From an optimization exercise on the open Yosys and OpenROAD flow, aimed at small area; shortcuts taken in it are not production practice.
In this exercise RTL edits were held to simulation tests only and were not proved equivalent to the original.
Power and IR drop assume default switching activity.

## P
==> flow/design.v <==
`timescale 1ns / 1ps
module bmp_stream_deframer (
  input  logic               clk,
  input  logic               rst,
  input  logic               in_valid,
  output logic               in_ready,
  input  logic [7:0]         data_byte,
  input  logic               end_of_stream,
  output logic               out_valid,
  input  logic               out_ready,
  output logic [1:0]         result_kind,
  output logic [7:0]         pixel_byte,
  output logic               row_end,
  output logic               image_end,
  output logic signed [31:0] image_width,
  output logic signed [31:0] image_height,
  output logic [15:0]        pixel_bits,
  output logic [31:0]        pixel_data_offset,
  output logic [1:0]         error_code
);
  localparam logic [5:0] ST_FIRST = 6'd10;
  localparam logic [5:0] ST_LAST  = 6'd63;
  localparam logic [5:0] ST_ROW   = 6'd0;
  localparam logic [5:0] ST_SKIP  = 6'd8;
  localparam logic [5:0] ST_WAIT  = 6'd9;
  logic [5:0]  st, st_next;
  logic [31:0] off_q;                 
  logic [31:0] wid_q;
  logic [31:0] hgt_q;                 
  logic [15:0] bpp_q;
  logic       yield, is_hdr, is_pix, is_err;
  logic [1:0] err;
  logic       res_row_end, res_image_end;
  logic       step;
  logic       off_load_w, off_dec, hgt_dec;
  logic [3:0] ld_off, ld_wid, ld_hgt;
  logic [1:0] ld_bpp;
  logic off_hi_zero, off_lt54, off_eq54, off_eq55;
  logic w_pos, h_pos, empty;
  logic last_row_byte, last_image;
  logic enter_row;
  logic in_header;
  assign off_hi_zero   = (off_q[31:6] == 26'd0);
  assign off_lt54      = off_hi_zero && (off_q[5:0] < 6'd54);
  assign off_eq54      = off_hi_zero && (off_q[5:0] == 6'd54);
  assign off_eq55      = off_hi_zero && (off_q[5:0] == 6'd55);
  assign w_pos         = !wid_q[31] && (wid_q[30:0] != 31'd0);
  assign h_pos         = !hgt_q[31] && (hgt_q[30:0] != 31'd0);
  assign empty         = !(w_pos && h_pos);
  logic in_row, in_pad, in_skip;
  assign in_header = (st >= ST_FIRST);
  assign in_row    = (st[5:2] == 4'd0);
  assign in_pad    = (st[5:2] == 4'd1);
  assign in_skip   = (st == ST_SKIP);
  always_comb begin
    for (int k = 0; k < 4; k++) begin
      ld_off[k] = (st == 6'd20 + 6'(k));
      ld_wid[k] = (st == 6'd28 + 6'(k));
      ld_hgt[k] = (st == 6'd32 + 6'(k));
    end
    for (int k = 0; k < 2; k++) begin
      ld_bpp[k] = (st == 6'd38 + 6'(k));
    end
  end
  assign last_row_byte = (off_q == 32'd1) && (st[1:0] == 2'd2);
  assign last_image    = last_row_byte && (hgt_q == 32'd1);
  always_comb begin
    st_next       = st;
    off_load_w    = 1'b0;
    off_dec       = 1'b0;
    hgt_dec       = 1'b0;
    yield         = 1'b0;
    is_hdr        = 1'b0;
    is_pix        = 1'b0;
    err           = 2'd0;
    res_row_end   = 1'b0;
    res_image_end = 1'b0;
    enter_row     = 1'b0;
    if (in_header) begin
      if ((st == 6'd10 && data_byte != 8'h42) || (st == 6'd11 && data_byte != 8'h4D)) begin
        yield   = 1'b1;
        err     = 2'd1;
        st_next = ST_WAIT;
      end else if (st != ST_LAST) begin
        st_next = st + 6'd1;
        if (end_of_stream) begin
          yield = 1'b1;
          err   = 2'd2;
        end
      end else if (off_lt54) begin
        yield   = 1'b1;
        err     = 2'd3;
        st_next = ST_WAIT;
      end else if (end_of_stream && !empty) begin
        yield = 1'b1;
        err   = 2'd2;
      end else begin
        yield         = 1'b1;
        is_hdr        = 1'b1;
        res_image_end = empty;
        if (empty) begin
          st_next = ST_WAIT;
        end else if (off_eq54) begin
          enter_row = 1'b1;
        end else begin
          st_next = ST_SKIP;
        end
      end
    end else if (in_skip) begin
      if (end_of_stream) begin
        yield = 1'b1;
        err   = 2'd2;
      end else if (off_eq55) begin
        enter_row = 1'b1;
      end else begin
        off_dec = 1'b1;
      end
    end else if (in_row) begin
      if (end_of_stream && !last_image) begin
        yield = 1'b1;
        err   = 2'd2;
      end else begin
        yield         = 1'b1;
        is_pix        = 1'b1;
        res_row_end   = last_row_byte;
        res_image_end = last_image;
      end
      if (last_row_byte) begin
        off_load_w = 1'b1;
        hgt_dec    = 1'b1;
        if (last_image) begin
          st_next = ST_WAIT;
        end else if (wid_q[1:0] != 2'd0) begin
          st_next = {4'd1, 2'd0 - wid_q[1:0]};
        end else begin
          st_next = ST_ROW;
        end
      end else if (st[1:0] == 2'd2) begin
        st_next = ST_ROW;
        off_dec = 1'b1;
      end else begin
        st_next = st + 6'd1;
      end
    end else if (in_pad) begin
      if (end_of_stream) begin
        yield = 1'b1;
        err   = 2'd2;
      end
      st_next = (st[1:0] == 2'd3) ? ST_ROW : st + 6'd1;
    end
    if (enter_row) begin
      off_load_w = 1'b1;
      st_next    = ST_ROW;
    end
    if (end_of_stream) begin
      st_next = ST_FIRST;
    end
  end
  assign is_err    = yield && !is_hdr && !is_pix;
  assign in_ready  = out_ready;
  assign step      = in_valid && out_ready;
  assign out_valid = step && yield;
  assign result_kind       = {is_err, is_hdr};
  assign pixel_byte        = is_pix ? data_byte : 8'd0;
  assign row_end           = res_row_end;
  assign image_end         = res_image_end;
  assign error_code        = is_err ? err : 2'd0;
  assign image_width       = is_hdr ? wid_q : 32'd0;
  assign image_height      = is_hdr ? hgt_q : 32'd0;
  assign pixel_bits        = is_hdr ? bpp_q : 16'd0;
  assign pixel_data_offset = is_hdr ? off_q : 32'd0;
  always_ff @(posedge clk) begin
    if (rst) begin
      st <= ST_FIRST;
    end else if (step) begin
      st <= st_next;
    end
  end
  logic [31:0] off_d, hgt_d;
  always_comb begin
    off_d = off_q - {31'd0, step && off_dec};
    if (step && off_load_w) off_d = wid_q;
    hgt_d = hgt_q - {31'd0, step && hgt_dec};
    for (int k = 0; k < 4; k++) begin
      if (step && ld_off[k]) off_d[8*k +: 8] = data_byte;
      if (step && ld_hgt[k]) hgt_d[8*k +: 8] = data_byte;
    end
  end
  logic [31:0] off_n, hgt_n;
  assign off_q = ~off_n;
  assign hgt_q = ~hgt_n;
  always_ff @(posedge clk) begin
    off_n <= ~off_d;
    hgt_n <= ~hgt_d;
  end
  logic [31:0] wid_n;
  logic [15:0] bpp_n;
  assign wid_q = ~wid_n;
  assign bpp_q = ~bpp_n;
  always_ff @(posedge clk) begin
    for (int k = 0; k < 4; k++) begin
      if (step && ld_wid[k]) wid_n[8*k +: 8] <= ~data_byte;
    end
    for (int k = 0; k < 2; k++) begin
      if (step && ld_bpp[k]) bpp_n[8*k +: 8] <= ~data_byte;
    end
  end
endmodule
clock: 7.0 ns
lec_check: 0
cap_margin: 20
core_margin: 2
core_utilization: 55
place_density: 0.7
slew_margin: 20
standard.sh (not shown) runs the stock make flow with config.mk's settings and CLKGATE_MAP_FILE= SYNTH_SCRIPT=/design/flow/synth_recipe.tcl, a recipe that flattens the netlist after the stock synthesis.
==> flow/flow/run.sh <==
#!/bin/bash
# Layout flow: the standard synthesis, then an area-oriented re-mapping of the
# combinational logic only (every register instance is kept as synthesis made it, with
# its name and cell type), then the standard layout with buf_1 port buffers and a clock tree
# without dummy loads.
# Each tool's full output is kept in a log file in this folder (and ORFS's own logs
# under orfs/logs).
set -euo pipefail
HERE=$(pwd)
RES=$HERE/orfs/results/$FLOW_PLATFORM/bmp_stream_deframer/base
LOGS=$HERE/orfs/logs/$FLOW_PLATFORM/bmp_stream_deframer/base

# 1. standard synthesis
bash standard.sh synth > standard_synth.log 2>&1

# 2. re-map the combinational logic for area
cp "$RES/1_2_yosys.v" "$HERE/synth_standard.v"
export REMAP_IN=$HERE/synth_standard.v
export REMAP_OUT=$HERE/synth_remap.v
export REMAP_LIB=$FLOW_HOME/platforms/$FLOW_PLATFORM/lib/sky130_fd_sc_hd__tt_025C_1v80.lib
export REMAP_ABC_DIR=$HERE/flow/abc
export REMAP_DONT_USE="$(grep -o -- '-dont_use [A-Za-z0-9_]*' "$LOGS/1_2_yosys.log" | sort -u | tr '\n' ' ')"
export REMAP_SEQ="$(grep -o 'sky130_fd_sc_hd__[a-z0-9_]*' "$REMAP_IN" | sort -u | grep -E '__(e?s?df|dl|sdl)' | tr '\n' ' ')"
yosys -c flow/remap.tcl > remap_yosys.log 2>&1
cp "$REMAP_OUT" "$RES/1_2_yosys.v"
touch "$RES/1_2_yosys.v"

# 3. standard layout from the re-mapped netlist, small port buffers
export BUFFER_PORTS_ARGS="-buffer_cell sky130_fd_sc_hd__buf_1"
# clock tree: ORFS's own arguments, plus those in flow/cts_args (no dummy loads)
export CTS_ARGS="-sink_clustering_enable -repair_clock_nets $(cat flow/cts_args)"
bash standard.sh > standard.log 2>&1
Other scripts of this flow, unchanged in this note and not shown: flow/flow/abc/s1.abc, flow/flow/abc/s2.abc, flow/flow/abc/s3.abc, flow/flow/abc/s4.abc, flow/flow/abc/s5.abc, flow/flow/abc/s6.abc, flow/flow/abc/s7.abc, flow/flow/cts_args, flow/flow/remap.tcl
## Diff of input files: Q against P
--- a/flow/design.v
+++ b/flow/design.v
@@ -184,25 +184,18 @@
     for (int k = 0; k < 4; k++) begin
       if (step && ld_off[k]) off_d[8*k +: 8] = data_byte;
       if (step && ld_hgt[k]) hgt_d[8*k +: 8] = data_byte;
     end
   end
-  logic [31:0] off_n, hgt_n;
-  assign off_q = ~off_n;
-  assign hgt_q = ~hgt_n;
   always_ff @(posedge clk) begin
-    off_n <= ~off_d;
-    hgt_n <= ~hgt_d;
-  end
-  logic [31:0] wid_n;
-  logic [15:0] bpp_n;
-  assign wid_q = ~wid_n;
-  assign bpp_q = ~bpp_n;
+    off_q <= off_d;
+    hgt_q <= hgt_d;
+  end
   always_ff @(posedge clk) begin
     for (int k = 0; k < 4; k++) begin
-      if (step && ld_wid[k]) wid_n[8*k +: 8] <= ~data_byte;
+      if (step && ld_wid[k]) wid_q[8*k +: 8] <= data_byte;
     end
     for (int k = 0; k < 2; k++) begin
-      if (step && ld_bpp[k]) bpp_n[8*k +: 8] <= ~data_byte;
+      if (step && ld_bpp[k]) bpp_q[8*k +: 8] <= data_byte;
     end
   end
 endmodule
Notes after the runs:
Taking P as the reference, in Q sequential standard cell area flat, clock period minus final worst setup slack went up 0.12 ns, non-clock buffer count grew by 6, clock power rose about 2%.
Length of routed met3 wiring (higher): P
Q gives more overall power of the completed layout than P did.
Non-filler instance count after layout grows slightly when moving from P to Q.
Q has total standard cell area after synthesis above what P had.
| combinational fraction of design power | lower: P |
Compared to P, Q shows a narrower setup margin.

-- port drivers added, routing unchanged --
The flow's constraints put no driver on any port. The routed layouts listed below were extracted and timed again, unchanged, in two steps. Step 1 assumes that a clkbuf_16 drives the clock port and a buf_2 every other input. Step 2 moves the port delays by t, midway between the first and last clock arrival at a register: inputs arrive t later, outputs are due t later. That takes back most of the time a late clock gives input paths. Slacks: ideal ports / drivers / drivers and shift; pairs: ideal ports / drivers.
run | shift t [ns] | setup slack, ns | worst hold slack (ns) | worst setup path after step 2
P | 0.548 | 1.726 / 1.693 / 1.765 | 0.505 / 0.505 / 0.505 | input to output
Q | 0.553 | 1.606 / 1.570 / 1.829 | 0.488 / 0.488 / 0.488 | input to output
After both steps setup and hold are still met in every run listed.
